This is an optimization exercise on Yosys and OpenROAD, whose aim is small area, not a production implementation.
The RTL was checked by simulation tests, not by an equivalence proof against the original design.
Power is estimated from default activity; no workload was simulated.

## design/flow/config.mk

```make
export PLATFORM = sky130hd
export DESIGN_NAME = mem_stage
export DESIGN_NICKNAME = mem_stage
export VERILOG_FILES = /design/flow/design.v
export SDC_FILE = /design/flow/constraint.sdc
export NUM_CORES = 4
export LEC_CHECK = 0
export CAP_MARGIN = 20
export CORE_MARGIN = 2
export CORE_UTILIZATION = 40
export SLEW_MARGIN = 20
```

## design/flow/constraint.sdc

```tcl
create_clock -name core_clock -period 5.0 [get_ports {clk}]
set_input_delay 1.0000 -clock core_clock [delete_from_list [all_inputs] [get_ports {clk}]]
set_output_delay 1.0000 -clock core_clock [all_outputs]
set_load 0.01 [all_outputs]
```

## design/flow/design.v

```verilog
module mem_stage #(
  parameter int ADDR_W = 6
) (
  input  logic        clk,
  input  logic        rst_n,
  input  logic        valid_ex,
  input  logic [31:0] brnch,
  input  logic        zero,
  input  logic [31:0] ALUresult,
  input  logic [31:0] rdData2,
  input  logic [4:0]  writeReg,
  input  logic        Branch,
  input  logic        MemRead,
  input  logic        MemWrite,
  input  logic        RegWrite,
  input  logic        MemtoReg,
  input  logic        stall,
  input  logic        flush,
  output logic        PCSrc,
  output logic [31:0] brTarget,
  output logic        valid_wb,
  output logic [31:0] readData_wb,
  output logic [31:0] ALUresult_wb,
  output logic [4:0]  writeReg_wb,
  output logic        RegWrite_wb,
  output logic        MemtoReg_wb,
  output logic        misalign_err
);
  localparam int DEPTH = 1 << ADDR_W;
  typedef struct packed {
    logic        valid;
    logic [31:0] rdata;
    logic [31:0] alu;
    logic [4:0]  wreg;
    logic        regwr;
    logic        m2r;
  } mem_wb_t;
  logic              live;
  logic              go;
  logic              aligned;
  logic [ADDR_W-1:0] addr;
  logic              ld_en;
  logic              st_en;
  logic [31:0]       rd_word;
  logic [31:0] mem_q [DEPTH];
  mem_wb_t wb_d;
  mem_wb_t wb_q;
  logic    mis_d;
  logic    mis_q;
  logic unused_addr_hi;
  assign unused_addr_hi = ^ALUresult[31:ADDR_W+2];
  assign live    = valid_ex & ~flush;
  assign go      = live & ~stall;
  assign aligned = (ALUresult[1:0] == 2'b00);
  assign addr    = ALUresult[ADDR_W+1:2];
  assign ld_en   = go & MemRead;
  assign st_en   = go & MemWrite & aligned;
  assign rd_word = mem_q[addr];
  assign PCSrc    = live & Branch & zero;
  assign brTarget = brnch;
  always_ff @(posedge clk) begin
    if (rst_n && st_en) begin
      mem_q[addr] <= rdData2;
    end
  end
  always_comb begin
    wb_d = wb_q;
    if (!stall) begin
      wb_d.valid = live;
      wb_d.alu   = ALUresult;
      wb_d.wreg  = writeReg;
      wb_d.m2r   = MemtoReg;
      wb_d.regwr = live & RegWrite & ~(MemRead & ~aligned);
    end
    if (ld_en) begin
      wb_d.rdata = aligned ? rd_word : 32'h0;
    end
    mis_d = go & (MemRead | MemWrite) & ~aligned;
  end
  always_ff @(posedge clk or negedge rst_n) begin
    if (!rst_n) begin
      wb_q  <= '0;
      mis_q <= 1'b0;
    end else begin
      wb_q  <= wb_d;
      mis_q <= mis_d;
    end
  end
  assign valid_wb     = wb_q.valid;
  assign readData_wb  = wb_q.rdata;
  assign ALUresult_wb = wb_q.alu;
  assign writeReg_wb  = wb_q.wreg;
  assign RegWrite_wb  = wb_q.regwr;
  assign MemtoReg_wb  = wb_q.m2r;
  assign misalign_err = mis_q;
endmodule
```

## design/flow/run.sh

```bash
#!/bin/bash
# synth_recipe.tcl (not shown) runs the flow's synth.tcl, then flattens the netlist and writes it again
# the make line also repeats each setting of config.mk as NAME=value (left out here)
make -C /OpenROAD-flow-scripts/flow DESIGN_CONFIG=/design/flow/config.mk WORK_HOME=/design/flow/orfs CLKGATE_MAP_FILE= SYNTH_SCRIPT=/design/flow/synth_recipe.tcl finish
```

==> impl_metrics.json, run 1 <==
{
  "final_max_slew_viol_count": 0,
  "crit_family": "compound AO/OA/AOI/OAI gates",
  "yosysSeqAreaShare": 0.786,
  "rrSetupSlack_ns": 2.62,
  "routed_wl_um": 229000,
  "finClkSkew_ns": 0.0377,
  "synth.top_cell.area_share": 0.764,
  "max_stage_delay_ns": 0.85,
  "grt_max_degree": 94,
  "period_share": 0.674,
  "grt_pass1_wl_um": 323000,
  "dr_wl_met2_um": 104000,
  "wl_per_cell_um": 31.4,
  "drive_above_1_share": 0.175,
  "hold_violations": 0,
  "die_h_um": 453,
  "vdd.ir_drop.worst_v": 0.000438,
  "crit_path_start": "ALUresult[4]",
  "cts.sinks": 2121,
  "cts_max_path_buffers": 3,
  "cts_buffers": 206,
  "core_mm2": 0.200,
  "maxCapViolations": 0,
  "rows": 164,
  "grtUsageTotal": 0.219,
  "area_growth_pct": 16.3,
  "ys_types": 57,
  "cp.arrival_ns": 4.04,
  "postPlaceCellArea_mm2": 0.0871,
  "worst-path-buf-inv": 3,
  "r2r-start": "mem_q[23][0]$_DFFE_PP_",
  "path_class": "primary input to register",
  "cellPowerDensity_mw_per_mm2": 392,
  "io_pins": 218,
  "maxSlewHeadroom": 0.270,
  "r2r-end": "wb_q[39]$_DFFE_PN0P_",
  "synth.ff_latch_count": 2121,
  "totalPowerFinal_uw": 36700,
  "syn-cell-area_mm2": 0.0805,
  "worstMarginPinSlew_ns": 1.09,
  "insertion_delay_ns": 0.85,
  "vias": 43500,
  "synth_area_per_cell_um2": 19.3,
  "crit_path_end_kind": "register",
  "die_w_um": 453,
  "whs_path_depth": 2,
  "synthCells": 4182,
  "holdCritStartpoint": "wb_q[11]$_DFFE_PN0N_",
  "dr_wl_met3_um": 20000,
  "startpoint_type": "primary input",
  "cp.depth": 8,
  "yosys_warnings": 1,
  "synth_area_leaders": "edfxtp_1 (76%), mux2i_1 (4.8%), mux4_2 (3.7%)",
  "fin_nets": 4575,
  "routed.top_layer": "met4",
  "drt_iter0_drc": 6417,
  "p_leak_uw": 0.0298,
  "status": "complete, no violations",
  "ant_nets": 0,
  "cts_tree": "yes",
  "grt_pass1_vias": 42200,
  "path_cells": "buf_8 -> buf_12 -> buf_4 -> mux2i_1 -> o22a_1 -> o21ai_0 -> a222oi_1 -> a32oi_1",
  "setup_tns_ns": 0,
  "start_util": 0.403,
  "grt_setup_unrepaired": "false",
  "yosys.area.top_type": "edfxtp_1",
  "cts.clk_slew.worst_paths_ns": 0.06,
  "crit_slowest_cell": "a222oi_1",
  "fmax_ghz": 0.297,
  "cp-endpoint": "wb_q[67]$_DFFE_PN0P_",
  "antenna_found_initial": 18,
  "min_path_type": "register to register",
  "critPathMaxFanout": 72,
  "htree_levels": 4,
  "synthFlopType": "edfxtp_1",
  "postSynth.asyncResetShare": 0.0344,
  "postCtsSetupBuffers": 0,
  "synth_edf_count": 2048,
  "mostFrequentLayoutCell": "edfxtp_1",
  "post-route-cell-area_mm2": 0.0937,
  "holdWs_ns": 0.499,
  "reg2regPathDepth": 5,
  "mostFrequentLayoutCells": "edfxtp_1 (2048), mux2i_1 (383), a221oi_1 (267), clkbuf_16 (209), buf_4 (172)",
  "wl_met1_um": 96700,
  "firstDrtPassIters": 6,
  "drc": 0,
  "gr-total-overflow": 0,
  "io_buffers": 153,
  "dp_hpwl_um": 136000,
  "root_buffer": "clkbuf_16",
  "vias_per_cell": 5.97,
  "gp_congestion": 0.863,
  "cp.required_ns": 5.67,
  "dieArea_mm2": 0.205,
  "finalSetupViolations": 0,
  "period_minus_slack_ns": 3.37
}
[report_power, final]
group	internal, µW	switching, µW	total, µW
combinational	652	1330	1980
sequential	19500	39.0	19600
clock	8590	6600	15200
total	28800	7960	36700
[cells in the mapped netlist, types with 3 or more instances]
master and n:
o21ai_0 123, nor4_1 28, and3b_1 3, o22ai_1 78
nand2b_1 4, mux4_2 131, buf_2 85, and3_1 3
o22a_1 145, a32oi_1 29, a32o_1 3, clkbuf_1 170
nor2b_1 5, nand3b_1 12, dfrtp_1 73, buf_4 37
a22o_1 60, buf_1 35, o221ai_1 32, mux2_2 39
nand2_1 64, nand4_1 5, nor2_1 101, edfxtp_1 2048
mux2i_1 383, o41a_1 3, nor3b_1 4, a22oi_1 125
nand3_1 6, a21oi_1 12, a221oi_1 267, a222oi_1 28
a31oi_1 4, a221o_1 8
[cell families (layout without fill, tap and decap cells)]
group / count (synthesis) / count (layout) / share of synthesized area
compound gates: 928 / 928 / 0.0908
buf+inv: 331 / 786 / 0.0187
flops: 2121 / 2121 / 0.786
mux: 553 / 553 / 0.0897
other cells: 0 / 2 / 0
simple gates: 249 / 249 / 0.0147
[state kept, by name, indices dropped and copies added, names as in the netlist]
register / cells
mem_q: 2048
mis_q: 1
wb_q: 72
[through the flow]
| stage | cells | setup slack [ns] | utilization |
|---|---|---|---|
| after global routing | 7294 | 1.61 | 0.469 |
| final | 7295 | 1.63 | 0.469 |
| after global placement | 6908 | 0.914 | 0.436 |
| after floorplan | 4182 | 0.885 | - |
| after detailed placement | 6908 | 0.889 | 0.436 |
| after CTS | 7291 | 1.72 | 0.469 |
[worst register-to-register path, delay by kind of cell (launching register included)]
family	cells	cell delay [ns]
flip-flops	1	0.35
AO/OA/AOI/OAI	3	1.11
multiplexers	1	0.59
AND/OR/NAND/NOR	1	0.22
[cell type report]
class / count / area [µm²]
antenna: 2 / 5.00
clock buffer: 266 / 5510
clock inverter: 116 / 1030
fill: 16700 / 106000
inverter: 2 / 12.5
multi-input combinational: 1730 / 16300
sequential: 2121 / 63300
tap: 2656 / 3320
timing repair buffer: 402 / 4190
[per-layer routing]
metal | vias to the layer above | track usage
met5 | - | 0
met4 | 0 | 0.0798
met3 | 331 | 0.0370
met2 | 2145 | 0.329
met1 | 22900 | 0.323
li1 | 18200 | -
[repair_timing]
item	4_1_cts	5_1_grt
hold buffers	1	0
gates resized for setup	0	0
endpoints found under the hold margin	4	0
[worst min-delay path by stage]
stage,endpoint,slack (ns)
global route,wb_q[11]$_DFFE_PN0N_,0.51
global placement,wb_q[10]$_DFFE_PN0N_,0.48
finish,wb_q[11]$_DFFE_PN0N_,0.50
floorplan,wb_q[10]$_DFFE_PN0N_,0.52
CTS,wb_q[23]$_DFFE_PN0N_,0.47
detailed placement,wb_q[11]$_DFFE_PN0N_,0.49
==> run 2: changes to the inputs <==
==> design/flow/design.v (replaced) <==
module mem_stage_hold (
  input  logic [31:0] q,
  input  logic [31:0] y,
  input  logic        s,
  input  logic        ns,
  output logic [31:0] d
);
  assign d = ~((q | {32{s}}) & (y | {32{ns}}));
endmodule
module mem_stage_aoi3 (
  input  logic [31:0] a,
  input  logic [31:0] b,
  input  logic [31:0] c,
  input  logic        sa,
  input  logic        sb,
  input  logic        sc,
  output logic [31:0] z
);
  assign z = ~((a & {32{sa}}) | (b & {32{sb}}) | (c & {32{sc}}));
endmodule
module mem_stage #(
  parameter int ADDR_W = 6
) (
  input  logic        clk,
  input  logic        rst_n,
  input  logic        valid_ex,
  input  logic [31:0] brnch,
  input  logic        zero,
  input  logic [31:0] ALUresult,
  input  logic [31:0] rdData2,
  input  logic [4:0]  writeReg,
  input  logic        Branch,
  input  logic        MemRead,
  input  logic        MemWrite,
  input  logic        RegWrite,
  input  logic        MemtoReg,
  input  logic        stall,
  input  logic        flush,
  output logic        PCSrc,
  output logic [31:0] brTarget,
  output logic        valid_wb,
  output logic [31:0] readData_wb,
  output logic [31:0] ALUresult_wb,
  output logic [4:0]  writeReg_wb,
  output logic        RegWrite_wb,
  output logic        MemtoReg_wb,
  output logic        misalign_err
);
  localparam int DEPTH = 1 << ADDR_W;
  localparam int NGRP  = (DEPTH + 2) / 3;   
  logic              live;
  logic              go;
  logic              aligned;
  logic [ADDR_W-1:0] addr;
  logic              ld_en;
  logic              st_en;
  logic [DEPTH-1:0]  wsel;    
  logic [DEPTH-1:0]  nwsel;
  logic [3*NGRP-1:0] rsel;    
  logic [31:0] mem_q [DEPTH];
  logic [31:0] mem_d [DEPTH];
  logic unused_addr_hi;
  assign unused_addr_hi = ^ALUresult[31:ADDR_W+2];
  assign live    = valid_ex & ~flush;
  assign go      = live & ~stall;
  assign aligned = (ALUresult[1:0] == 2'b00);
  assign addr    = ALUresult[ADDR_W+1:2];
  assign ld_en   = go & MemRead;
  assign st_en   = rst_n & go & MemWrite & aligned;
  assign PCSrc    = live & Branch & zero;
  assign brTarget = brnch;
  always_comb begin
    rsel = '0;
    for (int w = 0; w < DEPTH; w++) begin
      wsel[w]  = st_en & (addr == ADDR_W'(w));
      nwsel[w] = ~wsel[w];
      rsel[w]  = ld_en & aligned & (addr == ADDR_W'(w));
    end
  end
  logic        ph;
  logic [31:0] wdat;
  always_ff @(posedge clk) begin
    ph <= ~ph;
  end
  assign wdat = rdData2 ^ {32{ph}};
  for (genvar w = 0; w < DEPTH; w++) begin : g_word
    mem_stage_hold u_hold (
      .q(mem_q[w]), .y(wdat), .s(wsel[w]), .ns(nwsel[w]), .d(mem_d[w])
    );
    always_ff @(posedge clk) begin
      mem_q[w] <= mem_d[w];
    end
  end
  logic [31:0] grp_n [NGRP];
  logic [31:0] rd_raw;
  logic [31:0] rd_word;
  for (genvar g = 0; g < NGRP; g++) begin : g_rd
    mem_stage_aoi3 u_aoi (
      .a (mem_q[3*g]),
      .b ((3*g+1 < DEPTH) ? mem_q[3*g+1] : 32'h0),
      .c ((3*g+2 < DEPTH) ? mem_q[3*g+2] : 32'h0),
      .sa(rsel[3*g]), .sb(rsel[3*g+1]), .sc(rsel[3*g+2]),
      .z (grp_n[g])
    );
  end
  always_comb begin
    rd_raw = '0;
    for (int g = 0; g < NGRP; g++) begin
      rd_raw = rd_raw | ~grp_n[g];
    end
  end
  assign rd_word = rd_raw ^ {32{ph & ld_en & aligned}};
  logic        valid_q, regwr_q, m2r_q, mis_q;
  logic [31:0] rdata_q, alu_q;
  logic [4:0]  wreg_q;
  always_ff @(posedge clk or negedge rst_n) begin
    if (!rst_n) begin
      valid_q <= 1'b0;
      regwr_q <= 1'b0;
      m2r_q   <= 1'b0;
      alu_q   <= '0;
      wreg_q  <= '0;
      rdata_q <= '0;
      mis_q   <= 1'b0;
    end else begin
      if (!stall) begin
        valid_q <= live;
        alu_q   <= ALUresult;
        wreg_q  <= writeReg;
        m2r_q   <= MemtoReg;
        regwr_q <= live & RegWrite & ~(MemRead & ~aligned);
      end
      rdata_q <= rd_word | (rdata_q & {32{~ld_en}});
      mis_q   <= go & (MemRead | MemWrite) & ~aligned;
    end
  end
  assign valid_wb     = valid_q;
  assign readData_wb  = rdata_q;
  assign ALUresult_wb = alu_q;
  assign writeReg_wb  = wreg_q;
  assign RegWrite_wb  = regwr_q;
  assign MemtoReg_wb  = m2r_q;
  assign misalign_err = mis_q;
endmodule
--- a/design/flow/config.mk
+++ b/design/flow/config.mk
@@ -11 +11,3 @@
 export SLEW_MARGIN = 20
+export SYNTH_HIERARCHICAL = 1
+export SYNTH_MINIMUM_KEEP_SIZE = 0
==> run 2 against run 1 <==
Compared with the run above:
- the layout now fails its checks (negative setup slack)
- sequential share of layout area decreased by 16 points
- area after synthesis decreased by 11%
- clock power increased by 7%
- clock-buffer cell count increased by 38
- sequential cell count increased by 1
- critical path depth increased by 5
- non-clock buffer count increased by 132
- routed wire length increased by 26%
- via count increased by 45%
- combinational power decreased by 43%
- total power decreased by 5.9%
- highest routed layer is now met5
==> impl_metrics.json, run 2 <==
{
  "fin_nets": 6424,
  "io_buffers": 153,
  "synthXorXnorAreaFrac": 0.00389,
  "synth_compound_area_frac": 0.278,
  "gp_congestion": 0.972,
  "rrSetupSlack_ns": 1.63,
  "pre_cts_ws_ns": -0.472,
  "cts_buffers": 206,
  "die_w_um": 428,
  "maxSlewHeadroom": 0.186,
  "dp.cells": 8458,
  "vias": 63000,
  "cpMostUsedCell": "buf_4",
  "synth_edf_count": 0,
  "top_regs": "mem_q (2048), alu_q (32), rdata_q (32)",
  "crit_family": "simple AND/OR/NAND/NOR gates",
  "grt_pass1_wl_um": 415000,
  "cts.clk_slew.worst_paths_ns": 0.06,
  "insertion_delay_ns": 0.87,
  "crit_path_end_kind": "register",
  "synth_top_family_by_area": "compound AO/OA/AOI/OAI gates",
  "path_class": "primary input to register",
  "cp.required_ns": 5.73,
  "fmax_ghz": 0.200,
  "start_util": 0.403,
  "p_leak_uw": 0.0293,
  "rows": 155,
  "yosys_warnings": 11,
  "met2_usage": 0.433,
  "r2r-end": "rdata_q[24]$_DFF_PN0_",
  "antenna_found_initial": 11,
  "final_cells": 8848,
  "synthMuxAreaShare": 0.0104,
  "routed_wl_um": 289000,
  "cts_max_path_buffers": 3,
  "vdd.ir_drop.worst_v": 0.000378,
  "period_minus_slack_ns": 5.01,
  "reg2regPathDepth": 7,
  "ys_top_cells_by_count": "dfxtp_1 (2049), o22ai_1 (2048), a222oi_1 (704)",
  "postSynth.asyncResetShare": 0.0344,
  "drive_above_1_share": 0.143,
  "yosysSeqAreaShare": 0.595,
  "synth_area_per_cell_um2": 11.7,
  "mostFrequentLayoutCells": "o22ai_1 (2048), dfxtp_1 (2048), a222oi_1 (704), buf_4 (358), clkbuf_16 (211)",
  "final_max_slew_viol_count": 0,
  "io_pins": 218,
  "synth.top_cell.area_share": 0.569,
  "htree_levels": 4,
  "vias_per_cell": 7.12,
  "period_share": 1.00,
  "firstDrtPassIters": 11,
  "synth-adder-area-share": 0,
  "area_growth_pct": 14.5,
  "crit_slowest_cell": "a222oi_1",
  "core_mm2": 0.179,
  "grt_setup_unrepaired": "false",
  "path_cells": "clkdlybuf4s50_1 -> buf_4 -> nor2_1 -> nand3_1 -> nor2_2 -> buf_4 -> a222oi_1 -> nand4_1 -> buf_4 -> nor4_1 -> buf_4 -> nand4_1 -> mux2i_1",
  "wl_per_cell_um": 32.6,
  "syn-cell-area_mm2": 0.0720,
  "finalSetupViolations": 1,
  "grt_max_degree": 65,
  "root_buffer": "clkbuf_16",
  "synth_area_leaders": "dfxtp_1 (57%), o22ai_1 (18%), a222oi_1 (9.8%)",
  "dieArea_mm2": 0.184,
  "synth_most_common_cell": "dfxtp_1",
  "nFillCells": 16100,
  "cts.sinks": 2122,
  "min_path_type": "primary input to async pin",
  "final_core_util": 0.462,
  "synthCells": 6151,
  "worst-path-buf-inv": 5,
  "critPathMaxFanout": 32,
  "synthFlopType": "dfxtp_1",
  "drc": 0,
  "hold_violations": 0,
  "postCtsHoldBufs": 0,
  "cp.arrival_ns": 5.74,
  "fin_ws_ns": -0.00922,
  "grtUsageTotal": 0.299,
  "cellPowerDensity_mw_per_mm2": 419,
  "check-failures": "negative setup slack",
  "die_h_um": 428,
  "cts_tree": "yes",
  "dp_hpwl_um": 174000,
  "max_stage_delay_ns": 0.92,
  "largest_reg_flops": 2048,
  "synth.ff_latch_count": 2122,
  "ys_types": 33,
  "ctsResizeCount": 0,
  "met1_usage": 0.399,
  "use_met3": 0.0775,
  "maxCapViolations": 0,
  "postCtsSetupBuffers": 0,
  "r2r-start": "mem_q[12][24]$_DFF_P_",
  "ant_nets": 0,
  "busiest_layer": "met2",
  "finClkSkew_ns": 0.0412,
  "regMostFlops": "mem_q",
  "gr-total-overflow": 0,
  "synthSimpleGateAreaFrac": 0.0355,
  "drt_iter0_drc": 10400,
  "status": "complete, but fails checks",
  "grt_pass1_vias": 59000,
  "startpoint_type": "primary input",
  "worstMarginPinSlew_ns": 1.22,
  "yosys.area.top_type": "dfxtp_1"
}
## run 2: cell count changes after synthesis, moves of 131 or more
cell      delta
a222oi_1   +676
clkbuf_1   -155
dfxtp_1   +2049
o22ai_1   +1970
mux2i_1    -351
a221oi_1   -267
buf_6      +324
o22a_1     -145
nand4_1    +156
mux4_2     -131
edfxtp_1  -2048
## run 2: metrics by stage
stage	power, µW	hold slack, ns	area (µm²)	setup TNS, ns
after floorplan	18000	0.421	72300	0
after global placement	18600	0.428	75300	-2.50
after detailed placement	18600	0.436	75300	-2.23
after CTS	34600	0.00344	82500	0
after global routing	35400	0.0474	82500	0
final	34500	0.0354	82500	-0.00922
## run 2: modules after synthesis (local to each module, per instance)
module / copies in the design / cell area (µm²) / flops+latches / cells
mem_stage_hold: 64 / 251 / 0 / 38
mem_stage_aoi3: 22 / 403 / 0 / 41
mem_stage: 1 / 47100 / 2122 / 2817
## run 2: cell type report
cell class	count	area (µm²)	share of cell area
flip-flops and latches	2122	42800	0.519
clock inverters	83	1040	0.0126
repair buffers	534	4690	0.0569
diodes	2	5.00	0.0000607
clock buffers	304	6140	0.0744
multi-input cells	3447	24800	0.301
well taps	2355	2950	0.0357
inverters	1	3.75	0.0000455
## run 2: logic make-up (layout without fill, tap and decap cells)
kind of cell    count (synthesis)  after routing
mux                            70             70
compound gates               2787           2787
flops                        2122           2122
buf+inv                       655            922
other cells                     1             76
simple gates                  484            484
xor+xnor                       32             32
## run 2: power breakdown
part | internal [µW] | switching [µW] | total [µW]
Sequential | 17100 | 103 | 17200
Clock | 9380 | 6880 | 16300
Combinational | 398 | 718 | 1120
## run 2: worst max path at each step
stage | to | start | depth (start not counted)
2_1_floorplan | mem_q[0][0]$_DFF_P_ | rdData2[0] | 2
3_3_place_gp | rdata_q[24]$_DFF_PN0_ | ALUresult[2] | 13
3_5_place_dp | rdata_q[24]$_DFF_PN0_ | ALUresult[2] | 13
4_1_cts | rdata_q[24]$_DFF_PN0_ | ALUresult[2] | 13
5_1_grt | rdata_q[24]$_DFF_PN0_ | ALUresult[2] | 13
6_report | rdata_q[24]$_DFF_PN0_ | ALUresult[2] | 13
## run 2: metal layers
| metal | routed length, µm | vias to the layer above |
|---|---|---|
| met1 | 112000 | 31700 |
| li1 | - | 26100 |
| met5 | 89 | - |
| met2 | 122000 | 4421 |
| met4 | 19200 | 12 |
| met3 | 36000 | 771 |
==> run 3: changes to the inputs <==
--- a/design/flow/design.v
+++ b/design/flow/design.v
@@ -1,20 +1,20 @@
 module mem_stage_hold (
-  input  logic [31:0] q,
-  input  logic [31:0] y,
-  input  logic        s,
-  input  logic        ns,
-  output logic [31:0] d
+  input  logic q,
+  input  logic y,
+  input  logic s,
+  input  logic ns,
+  output logic d
 );
-  assign d = ~((q | {32{s}}) & (y | {32{ns}}));
+  assign d = ~((q | s) & (y | ns));
 endmodule
 module mem_stage_aoi3 (
-  input  logic [31:0] a,
-  input  logic [31:0] b,
-  input  logic [31:0] c,
-  input  logic        sa,
-  input  logic        sb,
-  input  logic        sc,
-  output logic [31:0] z
+  input  logic a,
+  input  logic b,
+  input  logic c,
+  input  logic sa,
+  input  logic sb,
+  input  logic sc,
+  output logic z
 );
-  assign z = ~((a & {32{sa}}) | (b & {32{sb}}) | (c & {32{sc}}));
+  assign z = ~((a & sa) | (b & sb) | (c & sc));
 endmodule
@@ -49,3 +49,3 @@
   localparam int DEPTH = 1 << ADDR_W;
-  localparam int NGRP  = (DEPTH + 2) / 3;   
+  localparam int NGRP  = DEPTH / 3;         
   logic              live;
@@ -58,3 +58,3 @@
   logic [DEPTH-1:0]  nwsel;
-  logic [3*NGRP-1:0] rsel;    
+  logic [DEPTH-1:0]  rsel;    
   logic [31:0] mem_q [DEPTH];
@@ -72,3 +72,2 @@
   always_comb begin
-    rsel = '0;
     for (int w = 0; w < DEPTH; w++) begin
@@ -86,5 +85,7 @@
   for (genvar w = 0; w < DEPTH; w++) begin : g_word
-    mem_stage_hold u_hold (
-      .q(mem_q[w]), .y(wdat), .s(wsel[w]), .ns(nwsel[w]), .d(mem_d[w])
-    );
+    for (genvar b = 0; b < 32; b++) begin : g_bit
+      mem_stage_hold u_hold (
+        .q(mem_q[w][b]), .y(wdat[b]), .s(wsel[w]), .ns(nwsel[w]), .d(mem_d[w][b])
+      );
+    end
     always_ff @(posedge clk) begin
@@ -97,9 +98,11 @@
   for (genvar g = 0; g < NGRP; g++) begin : g_rd
-    mem_stage_aoi3 u_aoi (
-      .a (mem_q[3*g]),
-      .b ((3*g+1 < DEPTH) ? mem_q[3*g+1] : 32'h0),
-      .c ((3*g+2 < DEPTH) ? mem_q[3*g+2] : 32'h0),
-      .sa(rsel[3*g]), .sb(rsel[3*g+1]), .sc(rsel[3*g+2]),
-      .z (grp_n[g])
-    );
+    for (genvar b = 0; b < 32; b++) begin : g_bit
+      mem_stage_aoi3 u_aoi (
+        .a (mem_q[3*g][b]),
+        .b (mem_q[3*g+1][b]),
+        .c (mem_q[3*g+2][b]),
+        .sa(rsel[3*g]), .sb(rsel[3*g+1]), .sc(rsel[3*g+2]),
+        .z (grp_n[g][b])
+      );
+    end
   end
@@ -109,2 +112,5 @@
       rd_raw = rd_raw | ~grp_n[g];
+    end
+    for (int w = 3 * NGRP; w < DEPTH; w++) begin
+      rd_raw = rd_raw | (mem_q[w] & {32{rsel[w]}});
     end
==> design/flow/flow/run.sh (new file) <==
#!/bin/bash
set -euo pipefail
export BUFFER_PORTS_ARGS="-buffer_cell sky130_fd_sc_hd__buf_2"
export CTS_ARGS="-sink_clustering_enable -repair_clock_nets -sink_clustering_size 14 -sink_clustering_max_diameter 250 -buf_list sky130_fd_sc_hd__clkbuf_8 -dont_use_dummy_load"
bash standard.sh > standard.log 2>&1
==> design/flow/standard.sh (new file) <==
#!/bin/bash
# synth_recipe.tcl (not shown) runs the flow's synth.tcl, then flattens the netlist and writes it again
# the make line also repeats each setting of config.mk as NAME=value (left out here)
make -C /OpenROAD-flow-scripts/flow DESIGN_CONFIG=/design/flow/config.mk WORK_HOME=/design/flow/orfs CLKGATE_MAP_FILE= SYNTH_SCRIPT=/design/flow/synth_recipe.tcl "${@:-finish}"
--- a/design/flow/config.mk
+++ b/design/flow/config.mk
@@ -9,3 +9,3 @@
 export CORE_MARGIN = 2
-export CORE_UTILIZATION = 40
+export CORE_UTILIZATION = 55
 export SLEW_MARGIN = 20
removed: design/flow/run.sh
==> run 3 against run 2 <==
Compared with the run above:
- the run now finishes clean
- clock-buffer cell count fell by 135
- via count fell by 1.1%
- register-to-register slack improved by 0.26 ns
- routed wire length fell by 2.9%
- utilization rose by 16 points
- global-route usage rose by 13 points
- design area fell by 7.8%
- combinational power fell by 9.8%
- sequential share of layout area rose by 4.4 points
- worst hold slack improved by 0.23 ns
==> impl_metrics.json, run 3 <==
{
  "grt_pass1_wl_um": 404000,
  "yosys_warnings": 11,
  "period_share": 0.874,
  "postPlaceCellArea_mm2": 0.0737,
  "vias": 62300,
  "regMostFlops": "mem_q",
  "wl_per_cell_um": 35.2,
  "root_buffer": "clkbuf_8",
  "postSynth.asyncResetShare": 0.0344,
  "crit_path_end_kind": "register",
  "io_buffers": 153,
  "drc": 0,
  "cts_buffers": 169,
  "sw_frac_of_total": 0.235,
  "top_regs": "mem_q (2048), alu_q (32), rdata_q (32)",
  "hold_violations": 0,
  "core_mm2": 0.121,
  "status": "complete, no violations",
  "final_max_slew_viol_count": 0,
  "cts_max_path_buffers": 3,
  "grt_max_degree": 65,
  "p_leak_uw": 0.0273,
  "htree_levels": 4,
  "drt_iter0_drc": 11100,
  "synth.ff_latch_count": 2122,
  "maxCapViolations": 0,
  "reg2regPathDepth": 4,
  "cellPowerDensity_mw_per_mm2": 350,
  "ys_top_cells_by_count": "dfxtp_1 (2049), o22ai_1 (2048), a222oi_1 (672)",
  "critPathMaxFanout": 32,
  "power_frac_comb": 0.038,
  "largest_reg_flops": 2048,
  "nFillCells": 10100,
  "cp-endpoint": "rdata_q[11]$_DFF_PN0_",
  "yosysSeqAreaShare": 0.638,
  "rrSetupSlack_ns": 1.89,
  "dp_hpwl_um": 170000,
  "startpoint_type": "primary input",
  "antenna_found_initial": 15,
  "mostFrequentLayoutCells": "o22ai_1 (2048), dfxtp_1 (2048), a222oi_1 (672), buf_4 (398), clkbuf_8 (169)",
  "vdd.ir_drop.worst_v": 0.000305,
  "synth_edf_count": 0,
  "grt_setup_unrepaired": "false",
  "fin_nets": 6446,
  "cts.clk_slew.worst_paths_ns": 0.10,
  "gr-total-overflow": 0,
  "cp.arrival_ns": 5.20,
  "clkPwrFrac": 0.315,
  "post-route-cell-area_mm2": 0.0760,
  "cp.required_ns": 5.83,
  "final_core_util": 0.626,
  "synth.top_cell.area_share": 0.611,
  "ctsResizeCount": 0,
  "area_growth_pct": 13.3,
  "min_path_type": "primary input to async pin",
  "r2r-end": "mem_q[60][5]$_DFF_P_",
  "die_w_um": 353,
  "drive_above_1_share": 0.149,
  "maxSlewHeadroom": 0.158,
  "grt_pass1_vias": 57700,
  "worstMarginPinSlew_ns": 1.26,
  "io_pins": 218,
  "firstDrtPassIters": 13,
  "synth_area_per_cell_um2": 11.8,
  "power.internal_uw": 20400,
  "crit_path_start": "ALUresult[2]",
  "period_minus_slack_ns": 4.37,
  "r2r-start": "ph$_DFF_P_",
  "grtUsageTotal": 0.432,
  "ys_types": 37,
  "rows": 128,
  "die_h_um": 353,
  "cts_tree": "yes",
  "gp_congestion": 0.936,
  "yosys.area.top_type": "dfxtp_1",
  "start_util": 0.553,
  "finalSetupViolations": 0,
  "routed_wl_um": 280000,
  "synth_area_leaders": "dfxtp_1 (61%), o22ai_1 (19%), a222oi_1 (10%)",
  "fmax_ghz": 0.229,
  "synth_most_common_cell": "dfxtp_1",
  "path_class": "primary input to register",
  "insertion_delay_ns": 0.96,
  "postCtsHoldBufs": 0,
  "vias_per_cell": 7.83,
  "postCtsSetupBuffers": 0,
  "synthCells": 5676,
  "p_switching_uw": 6250,
  "synthFlopType": "dfxtp_1",
  "cts.sinks": 2122,
  "setup_tns_ns": 0,
  "ant_nets": 0,
  "finClkSkew_ns": 0.0577,
  "syn-cell-area_mm2": 0.0671,
  "dieArea_mm2": 0.125,
  "seqPwrFrac": 0.647
}
[run 3: cell count changes in the layout (fill, tap and decap cells not counted), moves of 40 or more]
cell,delta
buf_2,+151
buf_4,+40
clkbuf_8,+118
clkbuf_1,-42
clkdlybuf4s50_1,-151
nand2_1,+67
conb_1,-74
clkinv_2,-44
clkbuf_16,-211
[run 3: how the worst min path moves through the flow]
stage / from / to / slack (ns)
floorplan: mem_q[63][0]$_DFF_P_ / mem_q[63][0]$_DFF_P_ / 0.42
global placement: mem_q[39][8]$_DFF_P_ / mem_q[39][8]$_DFF_P_ / 0.43
detailed placement: mem_q[15][9]$_DFF_P_ / mem_q[15][9]$_DFF_P_ / 0.44
CTS: rst_n / alu_q[14]$_DFFE_PN0N_ / 0.21
global route: rst_n / wreg_q[4]$_DFFE_PN0N_ / 0.26
finish: rst_n / wreg_q[4]$_DFFE_PN0N_ / 0.27
[run 3: final cells by class]
type	count	area, µm²	share of cell area
Antenna cell	6	15.0	0.000197
Clock buffer	169	2330	0.0306
Inverter	1	3.75	0.0000494
Multi-Input combinational cell	3472	24700	0.325
Sequential cell	2122	42800	0.563
Tap cell	1625	2030	0.0267
Timing Repair Buffer	568	4110	0.0540
[run 3: routing by layer]
metal | global-route usage | vias up | part of all wire
met5 | 0 | - | 0.00016
met4 | 0.240 | 8 | 0.063
met3 | 0.145 | 738 | 0.14
met2 | 0.593 | 4558 | 0.41
met1 | 0.596 | 31000 | 0.39
li1 | - | 26000 | -
[run 3: logic make-up (layout without fill, tap and decap cells)]
family	after synthesis	in the layout	share of synthesized area
AO/OA/AOI/OAI	2787	2787	0.297
XOR/XNOR	32	32	0.00418
buffers and inverters	82	738	0.00753
flip-flops	2122	2122	0.638
multiplexers	38	38	0.00638
other	0	6	0
AND/OR/NAND/NOR	615	615	0.0466
[run 3: modules after synthesis, one instance, submodules excluded]
module          copies in the design  flip-flops and latches
mem_stage_aoi3                   672                       0
mem_stage_hold                  2048                       0
mem_stage                          1                    2122
[run 3: critical path: stages]
cell      delay [ns]
buf_2           0.20
nor2b_1         0.21
nand2_1         0.68
nor2_2          0.07
buf_4           0.31
a222oi_1        0.72
nand4_1         0.56
nor4_1          0.94
buf_4           0.24
and4_1          0.18
o21ai_1         0.06
[run 3: through the flow]
step	hold slack (ns)	instances	setup slack (ns)	total power, µW
finish	0.267	7963	0.629	26600
global route	0.263	7958	0.784	27300
CTS	0.209	7956	1.10	26600
detailed placement	0.436	7787	0.0940	18600
global placement	0.429	7787	0.0444	18600
floorplan	0.421	5676	1.24	18000
[run 3: power groups by stage]
stage / clock network, µW / logic (µW) / registers [µW]
6_report: 8400 / 1010 / 17200
5_1_grt: 9040 / 1030 / 17200
4_1_cts: 8420 / 969 / 17200
3_5_place_dp: 0 / 968 / 17600
3_3_place_gp: 0 / 962 / 17600
2_1_floorplan: 0 / 441 / 17600
==> run 4: changes to the inputs <==
--- a/design/flow/design.v
+++ b/design/flow/design.v
@@ -19,2 +19,11 @@
   assign z = ~((a & sa) | (b & sb) | (c & sc));
+endmodule
+module mem_stage_ld (
+  input  logic q,
+  input  logic y,
+  input  logic s,
+  input  logic ns,
+  output logic d
+);
+  assign d = (q | s) & (y | ns);
 endmodule
@@ -121,2 +130,16 @@
   logic [4:0]  wreg_q;
+  logic [31:0] alu_d;
+  logic [4:0]  wreg_d;
+  logic        nstall;
+  assign nstall = ~stall;
+  for (genvar b = 0; b < 32; b++) begin : g_alu
+    mem_stage_ld u_ld (
+      .q(alu_q[b]), .y(ALUresult[b]), .s(nstall), .ns(stall), .d(alu_d[b])
+    );
+  end
+  for (genvar b = 0; b < 5; b++) begin : g_wreg
+    mem_stage_ld u_ld (
+      .q(wreg_q[b]), .y(writeReg[b]), .s(nstall), .ns(stall), .d(wreg_d[b])
+    );
+  end
   always_ff @(posedge clk or negedge rst_n) begin
@@ -133,4 +156,2 @@
         valid_q <= live;
-        alu_q   <= ALUresult;
-        wreg_q  <= writeReg;
         m2r_q   <= MemtoReg;
@@ -138,2 +159,4 @@
       end
+      alu_q   <= alu_d;
+      wreg_q  <= wreg_d;
       rdata_q <= rd_word | (rdata_q & {32{~ld_en}});
--- a/design/flow/config.mk
+++ b/design/flow/config.mk
@@ -9,3 +9,3 @@
 export CORE_MARGIN = 2
-export CORE_UTILIZATION = 55
+export CORE_UTILIZATION = 65
 export SLEW_MARGIN = 20
==> run 4 against run 3 <==
Compared with the run above:
- register-to-register slack lost 0.20 ns
- setup slack got worse by 0.016 ns
- final cell count shrank 3.8%
- clock-buffer cell count is the same
- clock skew fell by 0.014 ns
- utilization up 11 points
- total power fell by 0.55%
- area after synthesis decreased by 0.25%
- via count up 0.89%
==> impl_metrics.json, run 4 <==
{
  "crit_slowest_cell": "nor4_1",
  "ys_top_cells_by_count": "dfxtp_1 (2049), o22ai_1 (2048), a222oi_1 (672)",
  "io_pins": 218,
  "cp.required_ns": 5.79,
  "vias_per_cell": 8.21,
  "postCtsSetupBuffers": 0,
  "vias": 62900,
  "vdd.ir_drop.worst_v": 0.000297,
  "finalSetupViolations": 0,
  "ctsResizeCount": 0,
  "path_cells": "buf_2 -> nand4bb_2 -> nor3_1 -> buf_4 -> nand2_1 -> buf_4 -> nor2_2 -> buf_12 -> a222oi_1 -> nand4_1 -> nor4_1 -> nand3_1 -> mux2_2",
  "synth_edf_count": 0,
  "wl_per_cell_um": 34.6,
  "cpMostUsedCell": "buf_4",
  "die_h_um": 325,
  "pre_cts_ws_ns": 0.0828,
  "final_cells": 7658,
  "synth.ff_latch_count": 2122,
  "p_leak_uw": 0.0274,
  "period_share": 0.877,
  "maxSlewHeadroom": 0.100,
  "cellPowerDensity_mw_per_mm2": 351,
  "cts_max_path_buffers": 3,
  "gp_congestion": 1.08,
  "postPlaceCellArea_mm2": 0.0731,
  "power.internal_uw": 20400,
  "grt_pass1_vias": 58300,
  "drc": 0,
  "cts.sinks": 2122,
  "ant_nets": 0,
  "mostFrequentLayoutCells": "o22ai_1 (2048), dfxtp_1 (2048), a222oi_1 (672), buf_4 (322), nand2_1 (183)",
  "htree_levels": 4,
  "io_buffers": 153,
  "maxCapViolations": 0,
  "postSynth.asyncResetShare": 0.0344,
  "fmax_ghz": 0.228,
  "max_stage_delay_ns": 1.11,
  "dp_hpwl_um": 161000,
  "synth_area_leaders": "dfxtp_1 (61%), o22ai_1 (19%), a222oi_1 (10%)",
  "fin_nets": 6393,
  "rows": 117,
  "postCtsHoldBufs": 0,
  "regMostFlops": "mem_q",
  "area_growth_pct": 12.7,
  "clkPwrFrac": 0.313,
  "dp.cells": 7477,
  "path_class": "primary input to register",
  "critPathMaxFanout": 32,
  "grt_setup_unrepaired": "false",
  "cts_tree": "yes",
  "cts.clk_slew.worst_paths_ns": 0.09,
  "crit_path_start": "stall",
  "post-route-cell-area_mm2": 0.0755,
  "drt_iter0_drc": 13000,
  "synth_most_common_cell": "dfxtp_1",
  "dieArea_mm2": 0.106,
  "root_buffer": "clkbuf_8",
  "period_minus_slack_ns": 4.39,
  "syn-cell-area_mm2": 0.0669,
  "yosys.area.top_type": "dfxtp_1",
  "sw_frac_of_total": 0.230,
  "largest_reg_flops": 2048,
  "crit_path_end_kind": "register",
  "status": "complete, no violations",
  "startpoint_type": "primary input",
  "synth_area_per_cell_um2": 11.8,
  "finClkSkew_ns": 0.0435,
  "synthCells": 5676,
  "min_path_type": "primary input to async pin",
  "hold_violations": 0,
  "power_frac_comb": 0.037,
  "totalPowerFinal_uw": 26500,
  "cp.arrival_ns": 5.18,
  "firstDrtPassIters": 17,
  "start_util": 0.656,
  "cts_buffers": 169,
  "yosysSeqAreaShare": 0.640,
  "synth.top_cell.area_share": 0.613,
  "final_max_slew_viol_count": 0,
  "gr-total-overflow": 0,
  "yosys_warnings": 11,
  "seqPwrFrac": 0.650,
  "grt_pass1_wl_um": 387000,
  "insertion_delay_ns": 0.93,
  "nFillCells": 7304,
  "routed_wl_um": 265000,
  "top_regs": "mem_q (2048), alu_q (32), rdata_q (32)",
  "grt_max_degree": 65,
  "ys_types": 33,
  "worstMarginPinSlew_ns": 1.34,
  "synthFlopType": "dfxtp_1",
  "grtUsageTotal": 0.483,
  "p_switching_uw": 6110,
  "setup_tns_ns": 0,
  "fin_ws_ns": 0.613,
  "drive_above_1_share": 0.140,
  "r2r-start": "mem_q[21][25]$_DFF_P_",
  "die_w_um": 325,
  "antenna_found_initial": 11,
  "core_mm2": 0.102
}
run 4: changes by cell type after synthesis, moves of 3 or more:
cell / change
mux2_2: -5
a31oi_1: -32
nand2_1: +35
and4_1: -33
nand3_1: +33
o21ai_1: -29
clkbuf_2: +4
o22a_1: +37
buf_1: +3
buf_6: -4
buf_2: -17
clkbuf_1: +12
run 4: power groups by stage:
| stage | clock [µW] | combinational [µW] | sequential [µW] |
|---|---|---|---|
| final | 8310 | 970 | 17200 |
| after global routing | 8880 | 993 | 17200 |
| after CTS | 8240 | 928 | 17200 |
| after detailed placement | 0 | 927 | 17600 |
| after global placement | 0 | 911 | 17600 |
| after floorplan | 0 | 463 | 17600 |
run 4: area by class of cell:
type                            count  area (µm²)  area share
Sequential cell                  2122       42800       0.568
Inverter                            2        7.51   0.0000995
Antenna cell                       11        27.5    0.000365
Clock buffer                      169        2330      0.0308
Multi-Input combinational cell   3474       24600       0.326
Tap cell                         1368        1710      0.0227
Timing Repair Buffer              512        3950      0.0523
run 4: modules after synthesis (local to each module, per instance):
module,cells,cell area [µm²],copies in the design,flops+latches
mem_stage,2919,47100,1,2122
mem_stage_aoi3,1,10.0,672,0
mem_stage_hold,1,6.26,2048,0
mem_stage_ld,1,8.76,37,0
run 4: stage by stage:
step	utilization	hold slack, ns
floorplan	-	0.421
global placement	0.716	0.429
detailed placement	0.716	0.436
CTS	0.739	0.0681
global route	0.739	0.0911
finish	0.740	0.108
run 4: worst paths after layout:
| kind | end | slack, ns | cells after the start |
|---|---|---|---|
| worst min register to register | mem_q[52][3]$_DFF_P_ | 0.45 | 1 |
| max in group asynchronous | rdata_q[20]$_DFF_PN0_ | 3.55 | 2 |
| worst min-delay path | wreg_q[0]$_DFF_PN0_ | 0.11 | 1 |
| min in group core_clock | alu_q[17]$_DFF_PN0_ | 0.31 | 2 |
| worst max register to register | rdata_q[25]$_DFF_PN0_ | 1.69 | 5 |
| worst max-delay path | rdata_q[25]$_DFF_PN0_ | 0.61 | 13 |
run 4: logic make-up (layout without fill, tap and decap cells):
| logic type | Yosys count | count (layout) | share of synthesized area |
|---|---|---|---|
| xor gates and xnor gates | 32 | 32 | 0.00419 |
| and+or+nand+nor | 650 | 650 | 0.0467 |
| muxes | 33 | 33 | 0.00555 |
| other | 0 | 11 | 0 |
| AOI/OAI and AO/OA | 2759 | 2759 | 0.297 |
| DFF | 2122 | 2122 | 0.640 |
| buffers and inverters | 80 | 683 | 0.00669 |
run 4: worst max-delay path: cells and delay by family:
kind	cells	cell delay (ns)
compound gates	1	0.71
buf+inv	4	0.82
simple gates	7	2.30
mux	1	0.32
run 4: routing by layer:
layer / share of wire / vias up / GRT usage
li1: - / 25800 / -
met1: 0.35 / 30400 / 0.612
met2: 0.41 / 5445 / 0.682
met3: 0.15 / 1138 / 0.165
met4: 0.089 / 18 / 0.359
met5: 0.00077 / - / 0.00634
==> run 5: changes to the inputs <==
--- a/design/flow/design.v
+++ b/design/flow/design.v
@@ -7,3 +7,3 @@
 );
-  assign d = ~((q | s) & (y | ns));
+  assign d = (q | s) & (y | ns);
 endmodule
@@ -87,8 +87,4 @@
   end
-  logic        ph;
   logic [31:0] wdat;
-  always_ff @(posedge clk) begin
-    ph <= ~ph;
-  end
-  assign wdat = rdData2 ^ {32{ph}};
+  assign wdat = rdData2;
   for (genvar w = 0; w < DEPTH; w++) begin : g_word
@@ -104,3 +100,2 @@
   logic [31:0] grp_n [NGRP];
-  logic [31:0] rd_raw;
   logic [31:0] rd_word;
@@ -118,11 +113,10 @@
   always_comb begin
-    rd_raw = '0;
+    rd_word = '0;
     for (int g = 0; g < NGRP; g++) begin
-      rd_raw = rd_raw | ~grp_n[g];
+      rd_word = rd_word | ~grp_n[g];
     end
     for (int w = 3 * NGRP; w < DEPTH; w++) begin
-      rd_raw = rd_raw | (mem_q[w] & {32{rsel[w]}});
+      rd_word = rd_word | (mem_q[w] & {32{rsel[w]}});
     end
   end
-  assign rd_word = rd_raw ^ {32{ph & ld_en & aligned}};
   logic        valid_q, regwr_q, m2r_q, mis_q;
==> run 5 against run 4 <==
Compared with the run above:
- still clean
- total power fell by 1.0%
- global-route usage fell by 1.8 points
- routed wire length rose by 1.1%
- via count fell by 2.0%
- critical endpoint is now rdata_q[6]$_DFF_PN0_
- largest power group unchanged
==> impl_metrics.json, run 5 <==
{
  "status": "complete, no violations",
  "drc": 0,
  "max_stage_delay_ns": 1.23,
  "pre_cts_ws_ns": -0.0223,
  "drt_iter0_drc": 10700,
  "synthSimpleGateAreaFrac": 0.0383,
  "maxCapViolations": 0,
  "ys_top_cells_by_count": "o22a_1 (2085), dfxtp_1 (2048), a222oi_1 (672)",
  "postCtsHoldBufs": 0,
  "dp_hpwl_um": 160000,
  "setup_tns_ns": 0,
  "insertion_delay_ns": 0.91,
  "final_cells": 7524,
  "p_leak_uw": 0.0284,
  "drive_above_1_share": 0.128,
  "rrSetupSlack_ns": 1.93,
  "period_share": 0.895,
  "cp.depth": 13,
  "cp.arrival_ns": 5.25,
  "yosys.area.top_type": "dfxtp_1",
  "synthFlopType": "dfxtp_1",
  "cts.sinks": 2121,
  "maxSlewHeadroom": 0.147,
  "mostFrequentLayoutCell": "o22a_1",
  "dieArea_mm2": 0.112,
  "io_pins": 218,
  "cts.clk_slew.worst_paths_ns": 0.09,
  "path_cells": "buf_2 -> nor3b_1 -> and3_1 -> nand2_1 -> buf_4 -> nor2_2 -> buf_4 -> buf_4 -> a222oi_1 -> nand4_1 -> nor4_1 -> buf_4 -> nand3_1",
  "yosys_warnings": 11,
  "cpMostUsedCell": "buf_4",
  "start_util": 0.655,
  "final_core_util": 0.724,
  "yosysSeqAreaShare": 0.602,
  "area_growth_pct": 10.6,
  "rows": 121,
  "synthXorXnorAreaFrac": 0,
  "htree_levels": 4,
  "gp_congestion": 1.01,
  "finClkSkew_ns": 0.0457,
  "crit_slowest_cell": "nor4_1",
  "synthCells": 5534,
  "postSynth.asyncResetShare": 0.0344,
  "postCtsSetupBuffers": 0,
  "syn-cell-area_mm2": 0.0712,
  "synth_edf_count": 0,
  "ys_types": 30,
  "r2r-end": "rdata_q[6]$_DFF_PN0_",
  "regMostFlops": "mem_q",
  "vdd.ir_drop.worst_v": 0.000294,
  "firstDrtPassIters": 14,
  "top_regs": "mem_q (2048), alu_q (32), rdata_q (32)",
  "path_class": "primary input to register",
  "synth-adder-area-share": 0,
  "cp.required_ns": 5.77,
  "final_max_slew_viol_count": 0,
  "synth.ff_latch_count": 2121,
  "synth_top_family_by_area": "compound AO/OA/AOI/OAI gates",
  "ctsResizeCount": 0,
  "worstMarginPinSlew_ns": 1.27,
  "synth_area_leaders": "dfxtp_1 (58%), o22a_1 (26%), a222oi_1 (9.5%)",
  "wl_per_cell_um": 35.6,
  "reg2regPathDepth": 5,
  "post-route-cell-area_mm2": 0.0787,
  "r2r-start": "mem_q[42][6]$_DFF_P_",
  "routed_wl_um": 268000,
  "crit_family": "simple AND/OR/NAND/NOR gates",
  "fmax_ghz": 0.223,
  "synth_most_common_cell": "o22a_1",
  "cts_max_path_buffers": 3,
  "fin_ws_ns": 0.523,
  "worst-path-buf-inv": 5,
  "finalSetupViolations": 0,
  "largest_reg_flops": 2048,
  "antenna_found_initial": 20,
  "grtUsageTotal": 0.465,
  "core_mm2": 0.109,
  "grt_max_degree": 65,
  "io_buffers": 153,
  "synth_area_per_cell_um2": 12.9,
  "fin_nets": 6216,
  "period_minus_slack_ns": 4.48,
  "ant_nets": 0,
  "mostFrequentLayoutCells": "o22a_1 (2085), dfxtp_1 (2048), a222oi_1 (672), buf_4 (301), clkbuf_8 (169)",
  "grt_pass1_wl_um": 389000,
  "hold_violations": 0,
  "postPlaceCellArea_mm2": 0.0763,
  "cellPowerDensity_mw_per_mm2": 333,
  "vias_per_cell": 8.19,
  "critPathMaxFanout": 16,
  "synth.top_cell.area_share": 0.576,
  "grt_setup_unrepaired": "false",
  "die_h_um": 335,
  "crit_path_end_kind": "register",
  "gr-total-overflow": 0,
  "cts_tree": "yes",
  "synthMuxAreaShare": 0.000158,
  "synth_compound_area_frac": 0.355,
  "dp.cells": 7347,
  "startpoint_type": "primary input",
  "grt_pass1_vias": 58100,
  "die_w_um": 335,
  "cts_buffers": 169,
  "min_path_type": "primary input to async pin",
  "root_buffer": "clkbuf_8",
  "vias": 61600
}
-- run 5: per-layer routing --
layer / GRT usage / vias up / share of wire
li1: - / 25300 / -
met1: 0.587 / 30900 / 0.36
met2: 0.671 / 4539 / 0.42
met3: 0.152 / 958 / 0.14
met4: 0.327 / 22 / 0.080
met5: 0 / - / 0.00055
-- run 5: worst max path at each step --
stage                     slack (ns)                    end         start
after floorplan                 1.25    mem_q[3][0]$_DFF_P_         stall
after CTS                       0.90   rdata_q[6]$_DFF_PN0_         stall
after global routing            0.71   rdata_q[6]$_DFF_PN0_         stall
final                           0.52   rdata_q[6]$_DFF_PN0_         stall
after detailed placement       -0.02   rdata_q[6]$_DFF_PN0_  ALUresult[2]
after global placement         -0.06  rdata_q[20]$_DFF_PN0_         stall
-- run 5: layout make-up --
| cell class | instances | area (µm²) |
|---|---|---|
| Tap cell | 1414 | 1770 |
| Timing Repair Buffer | 462 | 3370 |
| Multi-Input combinational cell | 3349 | 28400 |
| Sequential cell | 2121 | 42800 |
| Fill cell | 8011 | 30000 |
| Inverter | 1 | 3.75 |
| Antenna cell | 8 | 20.0 |
| Clock buffer | 169 | 2330 |
-- run 5: power breakdown --
group          total [µW]  internal (µW)  switching (µW)  leakage, µW
Sequential          17100          17100            94.2       0.0174
Clock                8270           3020            5250      0.00122
Combinational         806            261             545      0.00974
Total               26200          20300            5890       0.0284
-- run 5: per-module statistics from Yosys (local to each module, per instance) --
| module | cell area [µm²] | flip-flops and latches |
|---|---|---|
| mem_stage_aoi3 | 10.0 | 0 |
| mem_stage_ld | 8.76 | 0 |
| mem_stage_hold | 8.76 | 0 |
| mem_stage | 46200 | 2121 |
-- run 5: cell families after synthesis --
family	after synthesis
muxes	1
DFF	2121
buffers and inverters	64
AOI/OAI and AO/OA	2790
and+or+nand+nor	558
-- run 5: stage by stage --
stage	power, µW	hold slack [ns]
floorplan	17800	0.429
global placement	18300	0.453
detailed placement	18300	0.449
CTS	26200	0.219
global route	26900	0.256
finish	26200	0.269
==> run 6: changes to the inputs <==
==> design/flow/flow/run.sh (replaced) <==
#!/bin/bash
set -euo pipefail
export BUFFER_PORTS_ARGS="-buffer_cell sky130_fd_sc_hd__buf_1"
export CTS_ARGS="-sink_clustering_enable -repair_clock_nets -sink_clustering_size 16 -sink_clustering_max_diameter 60 -buf_list sky130_fd_sc_hd__clkbuf_8 -dont_use_dummy_load"
bash standard.sh > standard.log 2>&1
==> run 6 against run 5 <==
Compared with the run above:
- highest routed layer unchanged
- final cell count is essentially flat
- via count grew 0.49%
- routed wire length grew 2.9%
- clock-buffer cell count shrank 15
- fmax shrank 6.3%
- critical path depth shrank 4
- design area shrank 0.36%
==> impl_metrics.json, run 6 <==
{
  "ctsResizeCount": 0,
  "cts_buffers": 154,
  "cts.clk_slew.worst_paths_ns": 0.10,
  "vdd.ir_drop.worst_v": 0.000327,
  "nFillCells": 7877,
  "postCtsSetupBuffers": 0,
  "final-seq-area_mm2": 0.0428,
  "grt_pass1_vias": 57700,
  "use_met3": 0.163,
  "postPlaceCellArea_mm2": 0.0762,
  "mostFrequentLayoutCell": "o22a_1",
  "fin_nets": 6223,
  "routed_wl_um": 276000,
  "multi_input_area_mm2": 0.0284,
  "io_buffers": 153,
  "seqPwrFrac": 0.662,
  "synthCells": 5534,
  "busiest_layer": "met2",
  "dp.cells": 7368,
  "worstMarginPinSlew_ns": 1.25,
  "postSynth.asyncResetShare": 0.0344,
  "dieArea_mm2": 0.112,
  "final_max_slew_viol_count": 0,
  "insertion_delay_ns": 0.90,
  "drive_above_1_share": 0.109,
  "period_share": 0.956,
  "wl_per_cell_um": 36.6,
  "finClkSkew_ns": 0.0546,
  "regMostFlops": "mem_q",
  "max_stage_delay_ns": 1.13,
  "drt_iter0_drc": 11500,
  "core_mm2": 0.109,
  "start_util": 0.655,
  "yosys.area.top_type": "dfxtp_1",
  "vias": 61900,
  "sw_frac_of_total": 0.226,
  "synth.top_cell.area_share": 0.576,
  "ys_types": 30,
  "htree_levels": 4,
  "min_path_type": "primary input to async pin",
  "synth_edf_count": 0,
  "cts_tree": "yes",
  "firstDrtPassIters": 14,
  "top_regs": "mem_q (2048), alu_q (32), rdata_q (32)",
  "maxSlewHeadroom": 0.161,
  "antenna_found_initial": 17,
  "met2_usage": 0.676,
  "gp_congestion": 1.06,
  "maxCapViolations": 0,
  "crit_path_end_kind": "register",
  "holdWs_ns": 0.106,
  "power_frac_comb": 0.031,
  "largest_reg_flops": 2048,
  "gr-total-overflow": 0,
  "grt_max_degree": 65,
  "cts.sinks": 2121,
  "clkPwrFrac": 0.307,
  "startpoint_type": "primary input",
  "fmax_ghz": 0.209,
  "reg2regPathDepth": 4,
  "drc": 0,
  "power.internal_uw": 20100,
  "grt_setup_unrepaired": "false",
  "vias_per_cell": 8.23,
  "hold_violations": 0,
  "p_switching_uw": 5860,
  "cellPowerDensity_mw_per_mm2": 331,
  "die_w_um": 335,
  "mostFrequentLayoutCells": "o22a_1 (2085), dfxtp_1 (2048), a222oi_1 (672), buf_4 (316), clkbuf_8 (154)",
  "cp.arrival_ns": 5.49,
  "p_leak_uw": 0.0280,
  "crit_slowest_cell": "nor4_1",
  "period_minus_slack_ns": 4.78,
  "yosys_warnings": 11,
  "path_class": "primary input to register",
  "root_buffer": "clkbuf_8",
  "synth_most_common_cell": "o22a_1",
  "path_cells": "buf_1 -> nor2b_1 -> nand2_1 -> nor2_2 -> buf_12 -> a222oi_1 -> nand4_1 -> nor4_1 -> nand3_1",
  "area_growth_pct": 10.2,
  "syn-cell-area_mm2": 0.0712,
  "grtUsageTotal": 0.475,
  "yosysSeqAreaShare": 0.602,
  "critPathMaxFanout": 32,
  "synth_area_leaders": "dfxtp_1 (58%), o22a_1 (26%), a222oi_1 (9.5%)",
  "post-route-cell-area_mm2": 0.0784,
  "ant_nets": 0,
  "ys_top_cells_by_count": "o22a_1 (2085), dfxtp_1 (2048), a222oi_1 (672)",
  "synthFlopType": "dfxtp_1",
  "grt_pass1_wl_um": 395000,
  "met1_usage": 0.601,
  "synth.ff_latch_count": 2121,
  "cp.required_ns": 5.71,
  "die_h_um": 335,
  "synth_area_per_cell_um2": 12.9,
  "status": "complete, no violations",
  "cts_max_path_buffers": 3,
  "finalSetupViolations": 0,
  "dp_hpwl_um": 168000,
  "rows": 121,
  "final_cells": 7527,
  "postCtsHoldBufs": 0,
  "io_pins": 218
}
==> run 6: cell counts after synthesis <==
No cell type changed its count.
==> run 6: power groups by stage <==
stage	Clock [µW]	Sequential, µW	Combinational [µW]
floorplan	0	17500	270
global placement	0	17500	761
detailed placement	0	17500	775
CTS	7950	17200	775
global route	8550	17200	823
finish	7970	17200	808
==> run 6: worst paths after layout <==
kind	from	to	slack [ns]
setup / recovery	ALUresult[5]	rdata_q[22]$_DFF_PN0_	0.22
hold / removal	rst_n	rdata_q[24]$_DFF_PN0_	0.11
setup reg to reg	mem_q[21][22]$_DFF_P_	rdata_q[22]$_DFF_PN0_	1.55
hold reg to reg	mem_q[63][9]$_DFF_P_	rdata_q[9]$_DFF_PN0_	0.47
max in group asynchronous	rst_n	alu_q[5]$_DFF_PN0_	3.44
min in group core_clock	ALUresult[13]	alu_q[13]$_DFF_PN0_	0.30
==> run 6: Yosys stat by module, one instance, submodules excluded <==
module          area [µm²]  copies in the design  flip-flops and latches
mem_stage_ld          8.76                    37                       0
mem_stage            46200                     1                    2121
mem_stage_aoi3        10.0                   672                       0
mem_stage_hold        8.76                  2048                       0
==> run 6: layout make-up <==
| class | count | area share |
|---|---|---|
| diodes | 4 | 0.000128 |
| clock buffers | 154 | 0.0270 |
| inverters | 1 | 0.0000479 |
| multi-input cells | 3349 | 0.362 |
| flip-flops and latches | 2121 | 0.546 |
| well taps | 1414 | 0.0226 |
| repair buffers | 484 | 0.0424 |
==> run 6: routing by layer <==
metal | vias to the layer above | wire length (µm)
li1 | 25300 | -
met3 | 1097 | 40800
met1 | 30800 | 97900
met4 | 30 | 23400
met2 | 4753 | 113000
met5 | - | 303
==> run 6: cells by family after synthesis <==
logic type | Yosys count | synth area share
DFF | 2121 | 0.602
AOI/OAI and AO/OA | 2790 | 0.355
and+or+nand+nor | 558 | 0.0383
buffers and inverters | 64 | 0.00524
muxes | 1 | 0.000158
==> run 6: critical path, delay by kind of cell <==
kind | cells | cell delay [ns]
buffers and inverters | 2 | 0.76
AOI/OAI and AO/OA | 1 | 0.80
and+or+nand+nor | 6 | 2.90
==> run 6: stage by stage <==
stage          power (µW)  setup TNS [ns]  utilization  worst slack, ns
3_5_place_dp        18300          -0.245        0.701           -0.191
6_report            25900               0        0.721            0.222
3_3_place_gp        18300          -0.657        0.701           -0.390
5_1_grt             26600               0        0.721            0.292
4_1_cts             25900               0        0.721            0.727
2_1_floorplan       17800               0            -             1.25
==> run 7: changes to the inputs <==
--- a/design/flow/design.v
+++ b/design/flow/design.v
@@ -7,3 +7,3 @@
 );
-  assign d = (q | s) & (y | ns);
+  assign d = ~((q | s) & (y | ns));
 endmodule
@@ -87,4 +87,8 @@
   end
+  logic        ph;
   logic [31:0] wdat;
-  assign wdat = rdData2;
+  always_ff @(posedge clk) begin
+    ph <= ~ph;
+  end
+  assign wdat = rdData2 ^ {32{ph}};
   for (genvar w = 0; w < DEPTH; w++) begin : g_word
@@ -100,2 +104,3 @@
   logic [31:0] grp_n [NGRP];
+  logic [31:0] rd_raw;
   logic [31:0] rd_word;
@@ -113,10 +118,11 @@
   always_comb begin
-    rd_word = '0;
+    rd_raw = '0;
     for (int g = 0; g < NGRP; g++) begin
-      rd_word = rd_word | ~grp_n[g];
+      rd_raw = rd_raw | ~grp_n[g];
     end
     for (int w = 3 * NGRP; w < DEPTH; w++) begin
-      rd_word = rd_word | (mem_q[w] & {32{rsel[w]}});
+      rd_raw = rd_raw | (mem_q[w] & {32{rsel[w]}});
     end
   end
+  assign rd_word = rd_raw ^ {32{ph & ld_en & aligned}};
   logic        valid_q, regwr_q, m2r_q, mis_q;
==> run 7 against run 6 <==
Compared with the run above:
- synthesized cell count is 2.6% higher
- worst hold slack improved by 0.22 ns
- clock-buffer cell count down 2
- still clean on timing, DRC and antenna
- die area decreased by 5.9%
- critical endpoint is now rdata_q[27]$_DFF_PN0_
- sequential share of layout area rose by 2.7 points
- final cell count grew 1.2%
- non-clock buffer count up 12
- first-iteration DRC count is 11% higher
- clock power decreased by 0.6%
- setup slack improved by 0.51 ns
- design area decreased by 4.7%
==> impl_metrics.json, run 7 <==
{
  "status": "complete, no violations",
  "yosysSeqAreaShare": 0.640,
  "post-route-cell-area_mm2": 0.0747,
  "die_h_um": 325,
  "ant_nets": 0,
  "final_cells": 7617,
  "io_pins": 218,
  "finalSetupViolations": 0,
  "yosys.area.top_type": "dfxtp_1",
  "nFillCells": 7422,
  "antenna_found_initial": 20,
  "min_path_type": "primary input to async pin",
  "htree_levels": 4,
  "vdd.ir_drop.worst_v": 0.000329,
  "cp.required_ns": 5.78,
  "gp_congestion": 0.974,
  "synth.ff_latch_count": 2122,
  "hold_violations": 0,
  "cts.clk_slew.worst_paths_ns": 0.10,
  "fin_ws_ns": 0.729,
  "start_util": 0.656,
  "gr-total-overflow": 0,
  "pre_cts_ws_ns": 0.220,
  "largest_reg_flops": 2048,
  "io_buffers": 153,
  "dp.cells": 7462,
  "vias": 62600,
  "ys_types": 33,
  "grt_pass1_wl_um": 385000,
  "die_w_um": 325,
  "routed_wl_um": 264000,
  "cts_max_path_buffers": 3,
  "postSynth.asyncResetShare": 0.0344,
  "root_buffer": "clkbuf_8",
  "ctsResizeCount": 0,
  "postPlaceCellArea_mm2": 0.0726,
  "area_growth_pct": 11.6,
  "synthCells": 5676,
  "cpMostUsedCell": "buf_4",
  "cts_buffers": 152,
  "p_leak_uw": 0.0268,
  "worstMarginPinSlew_ns": 1.23,
  "grtUsageTotal": 0.480,
  "finClkSkew_ns": 0.0549,
  "crit_path_end_kind": "register",
  "syn-cell-area_mm2": 0.0669,
  "postCtsSetupBuffers": 0,
  "ys_top_cells_by_count": "dfxtp_1 (2049), o22ai_1 (2048), a222oi_1 (672)",
  "postCtsHoldBufs": 0,
  "insertion_delay_ns": 0.90,
  "synth_area_per_cell_um2": 11.8,
  "final_max_slew_viol_count": 0,
  "top_regs": "mem_q (2048), alu_q (32), rdata_q (32)",
  "fin_nets": 6360,
  "core_mm2": 0.102,
  "synth.top_cell.area_share": 0.613,
  "rows": 117,
  "grt_setup_unrepaired": "false",
  "cts_tree": "yes",
  "crit_slowest_cell": "nor4_1",
  "dp_hpwl_um": 160000,
  "grt_pass1_vias": 58200,
  "grt_max_degree": 65,
  "synth_area_leaders": "dfxtp_1 (61%), o22ai_1 (19%), a222oi_1 (10%)",
  "max_stage_delay_ns": 0.75,
  "fmax_ghz": 0.234,
  "drt_iter0_drc": 12800,
  "path_cells": "buf_1 -> buf_4 -> nor2b_1 -> nand2_1 -> nor2_2 -> buf_4 -> a222oi_1 -> nand4_1 -> nor4_1 -> nand3_1 -> mux2_2",
  "wl_per_cell_um": 34.6,
  "cts.sinks": 2122,
  "maxCapViolations": 0,
  "cellPowerDensity_mw_per_mm2": 349,
  "totalPowerFinal_uw": 26100,
  "drive_above_1_share": 0.111,
  "firstDrtPassIters": 15,
  "mostFrequentLayoutCells": "o22ai_1 (2048), dfxtp_1 (2048), a222oi_1 (672), buf_4 (319), nand2_1 (183)",
  "regMostFlops": "mem_q",
  "startpoint_type": "primary input",
  "yosys_warnings": 11,
  "vias_per_cell": 8.22,
  "synthFlopType": "dfxtp_1",
  "period_minus_slack_ns": 4.27,
  "path_class": "primary input to register",
  "synth_most_common_cell": "dfxtp_1",
  "drc": 0,
  "setup_tns_ns": 0,
  "critPathMaxFanout": 32,
  "cp.arrival_ns": 5.05,
  "synth_edf_count": 0,
  "maxSlewHeadroom": 0.178,
  "period_share": 0.854,
  "dieArea_mm2": 0.106
}
==> run 7: metal layers <==
metal  track usage  part of all wire  routed length (µm)  vias to the layer above
li1              -                 -                   -                    25800
met1         0.623              0.35               92500                    30400
met3         0.169              0.16               41700                     1061
met5             0           0.00050                 131                        -
met4         0.311             0.079               20800                       20
met2         0.680              0.41              109000                     5452
==> run 7: through the flow <==
stage	hold slack (ns)	utilization
finish	0.322	0.732
detailed placement	0.436	0.712
global placement	0.428	0.711
floorplan	0.421	-
global route	0.313	0.732
CTS	0.277	0.732
==> run 7: cell families (layout without fill, tap and decap cells) <==
group | after synthesis | count (layout) | share of synthesized area
AOI/OAI and AO/OA | 2759 | 2759 | 0.297
xor gates and xnor gates | 32 | 32 | 0.00419
buffers and inverters | 80 | 650 | 0.00669
and+or+nand+nor | 650 | 650 | 0.0467
muxes | 33 | 33 | 0.00555
DFF | 2122 | 2122 | 0.640
other | 0 | 3 | 0
==> run 7: modules after synthesis, one instance, submodules excluded <==
module          area (µm²)  cells inside  times used
mem_stage_ld          8.76             1          37
mem_stage_hold        6.26             1        2048
mem_stage_aoi3        10.0             1         672
mem_stage            47100          2919           1
==> run 7: final timing paths <==
path	from	to	slack, ns	cells past startpoint
max	ALUresult[5]	rdata_q[27]$_DFF_PN0_	0.73	11
min	rst_n	alu_q[4]$_DFF_PN0_	0.32	2
max reg2reg	ph$_DFF_P_	mem_q[59][24]$_DFF_P_	2.08	4
min reg2reg	mem_q[61][22]$_DFF_P_	mem_q[61][22]$_DFF_P_	0.45	1
max in group asynchronous	rst_n	alu_q[11]$_DFF_PN0_	3.60	3
min in group core_clock	RegWrite	regwr_q$_DFFE_PN0N_	0.33	3
==> run 7: final cells by class <==
cell class	count	area [µm²]	share of cell area
inverters	2	7.51	0.000100
multi-input cells	3474	24600	0.329
diodes	3	7.51	0.000100
well taps	1368	1710	0.0229
flip-flops and latches	2122	42800	0.573
clock buffers	152	2090	0.0280
repair buffers	496	3460	0.0463
==> run 7: worst max-delay path, delay by kind of cell <==
kind / cells / cell delay (ns)
AND/OR/NAND/NOR: 6 / 2.04
buffers and inverters: 3 / 1.02
AO/OA/AOI/OAI: 1 / 0.66
multiplexers: 1 / 0.30
==> run 7: power by group <==
group          switching [µW]  internal [µW]
Clock                    5190           2730
Combinational             658            280
Sequential                171          17100
Total                    6020          20100

[what the ideal ports hide]
Ports are ideal in the flow. The routed layouts listed here were re-timed in OpenROAD.
Step 1: set_driving_cell puts a clkbuf_16 on clk and a buf_2 on each other input, an assumption about the parent block.
Step 2, shift: input delay + t, output delay - t, t = (earliest + latest rising clock arrival at the registers) / 2. This alone moves slack from input paths to output paths.
Slacks: ideal / step 1 / step 2; pairs: ideal / step 1.
run	t, ns	setup WS [ns]	worst hold slack (ns)
run 1	0.913	1.628 / 1.623 / 0.710	0.499 / 0.488 / 0.499
run 2	0.932	-0.009 / 0.046 / -0.887	0.035 / -0.026 / 0.441
run 3	0.996	0.629 / 0.649 / -0.348	0.267 / 0.225 / 0.447
run 4	0.986	0.613 / 0.672 / -0.314	0.108 / 0.048 / 0.447
run 5	0.962	0.523 / 0.506 / -0.456	0.269 / 0.220 / 0.470
run 6	0.958	0.222 / 0.266 / -0.692	0.106 / 0.051 / 0.471
run 7	0.950	0.729 / 0.777 / -0.173	0.322 / 0.272 / 0.449
Met with ideal ports but missed after step 2: setup timing in 5 of these runs.
